From an optimization exercise on the open Yosys and OpenROAD flow, aimed at small area; shortcuts taken in it are not production practice.
The RTL was checked by simulation tests, not by an equivalence proof against the original design.
Power and IR drop assume default switching activity.

## run a
==> flow/design.v <==
`default_nettype none
package weight_pkg;
    localparam int LANES = 3;
    localparam int LOW_BASE = 5;
    localparam int HIGH_BASE = 7;
    localparam int CODE_LIMIT = HIGH_BASE * HIGH_BASE * LOW_BASE;
    localparam int OP_W = 3;
    typedef logic [7:0] packed_weights_t;
    typedef logic [LANES*OP_W-1:0] weight_lane_t;
endpackage
`default_nettype wire
`default_nettype none
package array_pkg;
    localparam int SLICES = 3;
    localparam int LANES = 3;
    localparam int ROWS = LANES * SLICES;
    localparam int COLS = SLICES;
    localparam int ACT_W = 8;
    localparam int ACC_W = 17;
    localparam int RESULT_W = 8;
    localparam int RESULT_SHIFT = 9;
    typedef logic signed [ACT_W-1:0] activation_t;
    typedef logic [ACC_W-1:0] acc_t;
    typedef logic [RESULT_W-1:0] result_t;
endpackage
`default_nettype wire
`default_nettype none
module weight_decoder (
    input  weight_pkg::packed_weights_t code,
    output weight_pkg::weight_lane_t lanes
);
    logic valid;
    logic [7:0] by_low;
    logic [2:0] top_digit;
    logic [2:0] mid_digit;
    logic [2:0] low_digit;
    assign valid = code < 8'(weight_pkg::CODE_LIMIT);
    assign by_low = code / 8'(weight_pkg::LOW_BASE);
    assign low_digit = valid ? 3'(code % 8'(weight_pkg::LOW_BASE)) : 3'd0;
    assign mid_digit = valid ? 3'(by_low % 8'(weight_pkg::HIGH_BASE)) : 3'd0;
    assign top_digit = valid ? 3'(by_low / 8'(weight_pkg::HIGH_BASE)) : 3'd0;
    assign lanes[0*weight_pkg::OP_W +: weight_pkg::OP_W] = top_digit;
    assign lanes[1*weight_pkg::OP_W +: weight_pkg::OP_W] = mid_digit;
    assign lanes[2*weight_pkg::OP_W +: weight_pkg::OP_W] = low_digit;
endmodule
`default_nettype wire
`default_nettype none
module operand_buffer (
    input  logic clk,
    input  logic reset,
    input  logic read_out,
    input  weight_pkg::weight_lane_t lanes,
    input  array_pkg::activation_t activation,
    output logic [3*weight_pkg::LANES*weight_pkg::OP_W-1:0] win_ops,
    output array_pkg::activation_t act_d3,
    output logic [1:0] slice,
    output logic [5:0] event_d
);
    logic ev;
    logic last_slice;
    logic complete;
    logic win0;
    logic win1;
    weight_pkg::weight_lane_t ops_d1;
    weight_pkg::weight_lane_t ops_d2;
    array_pkg::activation_t act_d1;
    array_pkg::activation_t act_d2;
    assign ev = reset | read_out;
    assign last_slice = slice == 2'd2;
    assign complete = last_slice & ~ev;
    always_ff @(posedge clk) begin
        if (ev || last_slice) begin
            slice <= 2'd0;
        end else begin
            slice <= slice + 2'd1;
        end
    end
    always_ff @(posedge clk) begin
        win0 <= complete;
        win1 <= win0;
        event_d <= {event_d[4:0], ev};
    end
    always_ff @(posedge clk) begin
        ops_d1 <= lanes;
        ops_d2 <= ops_d1;
        act_d1 <= activation;
        act_d2 <= act_d1;
        act_d3 <= act_d2;
        if (complete) begin
            win_ops <= {lanes, ops_d1, ops_d2};
        end else if (!(win0 || win1)) begin
            win_ops <= '0;
        end
    end
endmodule
`default_nettype wire
`default_nettype none
module mac_array (
    input  logic clk,
    input  logic [3*weight_pkg::LANES*weight_pkg::OP_W-1:0] win_ops,
    input  array_pkg::activation_t act_d3,
    input  logic ev,
    input  logic [5:0] event_d,
    input  logic [array_pkg::ROWS-1:0] stay,
    output logic [3*array_pkg::ROWS*array_pkg::RESULT_W-1:0] slot_hi
);
    localparam int OPW = weight_pkg::OP_W;
    localparam int LO = array_pkg::RESULT_SHIFT;
    localparam int HI = array_pkg::ACC_W - LO;
    localparam int RW = array_pkg::RESULT_W;
    function automatic logic [9:0] addend(input logic [2:0] digit, input logic [7:0] a,
                                          input logic low);
        logic [8:0] v;
        logic neg;
        if (low) begin
            neg = digit >= 3'd3;
            case (digit)
                3'd1, 3'd3: v = {a[7], a};
                3'd2, 3'd4: v = {a, 1'b0};
                default: v = 9'd0;
            endcase
        end else begin
            neg = digit[2];
            case (digit)
                3'd1, 3'd4: v = {{2{a[7]}}, a[7:1]};
                3'd2, 3'd5: v = {a[7], a};
                3'd3, 3'd6: v = {a, 1'b0};
                default: v = 9'd0;
            endcase
        end
        addend = {neg, v ^ {9{neg}}};
    endfunction
    function automatic logic [LO:0] add_lo(input logic [LO-1:0] acc, input logic [LO-1:0] x,
                                           input logic cin);
        logic c;
        logic p;
        c = cin;
        for (int i = 0; i < LO; i++) begin
            p = acc[i] ^ x[i];
            add_lo[i] = p ^ c;
            c = (acc[i] & x[i]) | (p & c);
        end
        add_lo[LO] = c;
    endfunction
    function automatic logic [HI-1:0] add_hi(input logic [HI-1:0] acc, input logic s,
                                             input logic cin);
        logic c;
        logic p;
        c = cin;
        for (int i = 0; i < HI; i++) begin
            p = acc[i] ^ s;
            add_hi[i] = p ^ c;
            c = (acc[i] & s) | (p & c);
        end
    endfunction
    logic clear_lo;
    logic capture;
    assign clear_lo = ev | event_d[0] | event_d[1];
    assign capture = event_d[0] | event_d[1] | event_d[2];
    logic clear_row0;
    assign clear_row0 = event_d[3] | event_d[4] | event_d[5];
    for (genvar r = 0; r < array_pkg::ROWS; r++) begin : g_ring
        localparam int SL = r / 3;
        localparam int LN = r % 3;
        logic [2:0] op;
        logic neg;
        logic [8:0] x;
        assign op = win_ops[(SL*3+LN)*OPW +: OPW];
        assign {neg, x} = addend(op, act_d3, LN == 2);
        if (r == 0) begin : g_lazy
            array_pkg::acc_t slot0_q;
            array_pkg::acc_t slot1_q;
            array_pkg::acc_t slot2_q;
            logic [LO-1:0] lo_in;
            logic [HI-1:0] hi_in;
            logic [LO:0] lo_sum;
            logic [HI-1:0] hi_sum;
            assign lo_in = clear_row0 ? '0 : slot2_q[LO-1:0];
            assign hi_in = clear_row0 ? '0 : slot2_q[array_pkg::ACC_W-1:LO];
            assign lo_sum = add_lo(lo_in, x, neg);
            always_comb begin
                case ({x[8], lo_sum[LO]})
                    2'b01: hi_sum = hi_in + 1'b1;
                    2'b10: hi_sum = hi_in - 1'b1;
                    default: hi_sum = hi_in;
                endcase
            end
            always_ff @(posedge clk) begin
                slot0_q <= {hi_sum, lo_sum[LO-1:0]};
                slot1_q <= slot0_q;
                slot2_q <= slot1_q;
            end
            assign slot_hi[0*RW +: RW] = slot0_q[LO +: RW];
            assign slot_hi[1*RW +: RW] = slot1_q[LO +: RW];
            assign slot_hi[2*RW +: RW] = slot2_q[LO +: RW];
        end else begin : g_split
            localparam int E = (r == 1) ? 1 : (r <= 3) ? 2 : (r <= 7) ? 3 : 4;
            logic [LO-1:0] lo0_q;
            logic [LO-1:0] lo1_q;
            logic [LO-1:0] lo2_q;
            logic [HI-1:0] hi0_q;
            logic [HI-1:0] hi1_q;
            logic [HI-1:0] hi2_q;
            logic [E-1:0] ext0_q;
            logic [E-1:0] ext1_q;
            logic [E-1:0] ext2_q;
            logic frozen0_q;
            logic frozen1_q;
            logic frozen2_q;
            logic carry_q;
            logic sign_q;
            logic [LO:0] lo_sum;
            logic [HI-1:0] hi_in;
            logic [HI-1:0] hi_sum;
            logic keep;
            assign lo_sum = add_lo(lo2_q, x, neg);
            assign hi_in = frozen0_q ? {{(HI-E){ext0_q[E-1]}}, ext0_q} : hi0_q;
            assign hi_sum = add_hi(hi_in, sign_q, carry_q);
            assign keep = frozen0_q & stay[r];
            always_ff @(posedge clk) begin
                lo0_q <= clear_lo ? '0 : lo_sum[LO-1:0];
                carry_q <= lo_sum[LO];
                sign_q <= x[8];
                hi0_q <= hi2_q;
                ext0_q <= ext2_q;
                frozen0_q <= frozen2_q;
                lo1_q <= lo0_q;
                if (keep && !capture) begin
                    hi1_q <= hi0_q;
                end else begin
                    hi1_q <= hi_sum;
                end
                ext1_q <= capture ? '0 : hi_sum[E-1:0];
                frozen1_q <= capture | keep;
                lo2_q <= lo1_q;
                hi2_q <= hi1_q;
                ext2_q <= ext1_q;
                frozen2_q <= frozen1_q;
            end
            assign slot_hi[(3*r+0)*RW +: RW] = hi0_q;
            assign slot_hi[(3*r+1)*RW +: RW] = hi1_q;
            assign slot_hi[(3*r+2)*RW +: RW] = hi2_q;
        end
    end
endmodule
`default_nettype wire
`default_nettype none
module result_queue (
    input  logic clk,
    input  logic reset,
    input  logic read_out,
    input  logic [1:0] slice,
    input  logic [5:0] event_d,
    input  logic [3*array_pkg::ROWS*array_pkg::RESULT_W-1:0] slot_hi,
    output logic [array_pkg::ROWS-1:0] stay,
    output array_pkg::result_t result
);
    localparam int RW = array_pkg::RESULT_W;
    logic active_q;
    logic zero_q;
    logic [3:0] row_q;
    logic [1:0] col_q;
    logic [1:0] phase_q;
    logic [1:0] step_col;
    logic step_before;
    always_ff @(posedge clk) begin
        if (reset) begin
            active_q <= 1'b0;
        end else if (read_out) begin
            active_q <= 1'b1;
            row_q <= '0;
            col_q <= '0;
            phase_q <= slice;
            zero_q <= event_d[0] | event_d[1] | event_d[2];
        end else if (active_q) begin
            if (col_q == 2'd2) begin
                col_q <= 2'd0;
                row_q <= row_q + 4'd1;
                if (row_q == 4'd8) begin
                    active_q <= 1'b0;
                end
            end else begin
                col_q <= col_q + 2'd1;
            end
        end
    end
    always_comb begin
        case (phase_q + col_q)
            2'd0: step_col = 2'd0;
            2'd1: step_col = 2'd1;
            2'd2: step_col = 2'd2;
            default: step_col = 2'd0;
        endcase
    end
    assign step_before = col_q < step_col;
    for (genvar r = 0; r < array_pkg::ROWS; r++) begin : g_stay
        assign stay[r] = active_q & ((row_q < 4'(r)) | ((row_q == 4'(r)) & step_before));
    end
    logic [1:0] lag;
    logic [2:0] col_ahead;
    logic [3:0] row_ahead;
    array_pkg::result_t pick_q [3];
    array_pkg::result_t row0_pick;
    always_comb begin
        case (phase_q)
            2'd0: lag = 2'd2;
            2'd1: lag = 2'd0;
            default: lag = 2'd1;
        endcase
        col_ahead = 3'(col_q) + 3'(lag);
        row_ahead = (col_ahead >= 3'd3) ? row_q + 4'd1 : row_q;
        pick_q[0] = '0;
        for (int r = 1; r < array_pkg::ROWS; r++) begin
            if (row_ahead == 4'(r)) begin
                pick_q[0] = slot_hi[(3*r+1)*RW +: RW];
            end
        end
        case (phase_q)
            2'd0: row0_pick = slot_hi[0*RW +: RW];
            2'd1: row0_pick = slot_hi[1*RW +: RW];
            default: row0_pick = slot_hi[2*RW +: RW];
        endcase
    end
    always_ff @(posedge clk) begin
        pick_q[1] <= pick_q[0];
        pick_q[2] <= pick_q[1];
    end
    always_comb begin
        result = '0;
        if (active_q && !zero_q) begin
            if (row_q == 4'd0) begin
                result = row0_pick;
            end else begin
                result = pick_q[lag];
            end
        end
    end
endmodule
`default_nettype wire
`default_nettype none
module matmul_top (
    input  logic clk,
    input  logic reset,
    input  weight_pkg::packed_weights_t weights_in,
    input  array_pkg::activation_t activation_in,
    input  logic read_out,
    output array_pkg::result_t result
);
    weight_pkg::weight_lane_t lanes;
    logic [3*weight_pkg::LANES*weight_pkg::OP_W-1:0] win_ops;
    array_pkg::activation_t act_d3;
    logic [1:0] slice;
    logic [5:0] event_d;
    logic ev;
    logic [array_pkg::ROWS-1:0] stay;
    logic [3*array_pkg::ROWS*array_pkg::RESULT_W-1:0] slot_hi;
    assign ev = reset | read_out;
    weight_decoder u_decoder (
        .code  (weights_in),
        .lanes (lanes)
    );
    operand_buffer u_buffer (
        .clk        (clk),
        .reset      (reset),
        .read_out   (read_out),
        .lanes      (lanes),
        .activation (activation_in),
        .win_ops    (win_ops),
        .act_d3     (act_d3),
        .slice      (slice),
        .event_d    (event_d)
    );
    mac_array u_array (
        .clk     (clk),
        .win_ops (win_ops),
        .act_d3  (act_d3),
        .ev      (ev),
        .event_d (event_d),
        .stay    (stay),
        .slot_hi (slot_hi)
    );
    result_queue u_queue (
        .clk      (clk),
        .reset    (reset),
        .read_out (read_out),
        .slice    (slice),
        .event_d  (event_d),
        .slot_hi  (slot_hi),
        .stay     (stay),
        .result   (result)
    );
endmodule
`default_nettype wire
Settings: LEC_CHECK=0, ABC_AREA=1, CAP_MARGIN=20, CORE_MARGIN=2, CORE_UTILIZATION=40, CTS_BUF_LIST=sky130_fd_sc_hd__clkbuf_16, CTS_CLUSTER_DIAMETER=100, CTS_CLUSTER_SIZE=30, SLEW_MARGIN=20; clock period 6.5 ns.
run.sh (not shown) runs the stock make flow with config.mk's settings and CLKGATE_MAP_FILE= SYNTH_SCRIPT=/design/flow/synth_recipe.tcl, a recipe that flattens the netlist after the stock synthesis.
### run a -> run b
==> flow/design.v, changed modules only <==
module result_queue (
    input  logic clk,
    input  logic reset,
    input  logic read_out,
    input  logic [1:0] slice,
    input  logic [5:0] event_d,
    input  logic [3*array_pkg::ROWS*array_pkg::RESULT_W-1:0] slot_hi,
    output logic [array_pkg::ROWS-1:0] stay,
    output array_pkg::result_t result
);
    localparam int RW = array_pkg::RESULT_W;
    logic active_q;
    logic zero_q;
    logic [3:0] row_q;
    logic [1:0] col_q;
    logic [1:0] phase_q;
    logic [1:0] step_col;
    logic step_before;
    always_ff @(posedge clk) begin
        if (reset) begin
            active_q <= 1'b0;
        end else if (read_out) begin
            active_q <= 1'b1;
            row_q <= '0;
            col_q <= '0;
            phase_q <= slice;
            zero_q <= event_d[0] | event_d[1] | event_d[2];
        end else if (active_q) begin
            if (col_q == 2'd2) begin
                col_q <= 2'd0;
                row_q <= row_q + 4'd1;
                if (row_q == 4'd8) begin
                    active_q <= 1'b0;
                end
            end else begin
                col_q <= col_q + 2'd1;
            end
        end
    end
    always_comb begin
        case (phase_q + col_q)
            2'd0: step_col = 2'd0;
            2'd1: step_col = 2'd1;
            2'd2: step_col = 2'd2;
            default: step_col = 2'd0;
        endcase
    end
    assign step_before = col_q < step_col;
    for (genvar r = 0; r < array_pkg::ROWS; r++) begin : g_stay
        assign stay[r] = active_q & ((row_q < 4'(r)) | ((row_q == 4'(r)) & step_before));
    end
    always_comb begin
        result = '0;
        for (int r = 0; r < array_pkg::ROWS; r++) begin
            for (int s = 0; s < 3; s++) begin
                if (active_q && !zero_q && row_q == 4'(r) && phase_q == 2'(s)) begin
                    result = result | slot_hi[(3*r+s)*RW +: RW];
                end
            end
        end
    end
endmodule
--- outcome ---
- Run b against run a: clock period minus final worst setup slack now sits higher; count of mapped cells out of synthesis up about 4%; cell area went up 0.44%.
- Global-route usage was higher in the run labelled run b.
- STATUS routed wire length: run b loses against run a
- Between run a and run b, the clock power share does not differ in any meaningful way.
- As far as core utilization is concerned, run a and run b perform about the same.
- Looking at relative contribution of sequential cells to total power, run b sits 0.2 points above run a.
- Summary: with run a as the reference, maximum frequency in run b moved down slightly.

[afterwards: timing with drivers on the ports]
How much do the figures lean on ideal ports? The routed layouts below were timed once more, with nothing changed but the port constraints. Step 1 sets driving cells, clkbuf_16 on the clock port and buf_2 on the other inputs (assumed; they add their load-dependent delay and slew). Step 2 moves the port delays by t, midway between the first and last clock arrival at a register: inputs arrive t later, outputs are due t later. That takes back most of the time a late clock gives input paths. a / b / c = no drivers / after step 1 / after step 2; a / b = the first two.
run | t, ns | setup slack, ns | worst setup path at the end | worst slew at a driven data input, ns | cell pins on the clock port's net
run a | 0.647 | 0.334 / 0.334 / -0.011 | input to register | 0.04 | 1
run b | 0.655 | 0.312 / 0.312 / 0.312 | register to register | 0.04 | 1
Met with ideal ports but missed after step 2: setup timing in run a. For run a, which loses most, drivers alone change the setup slack by 0.000 ns; drivers and shift together by -0.345 ns.
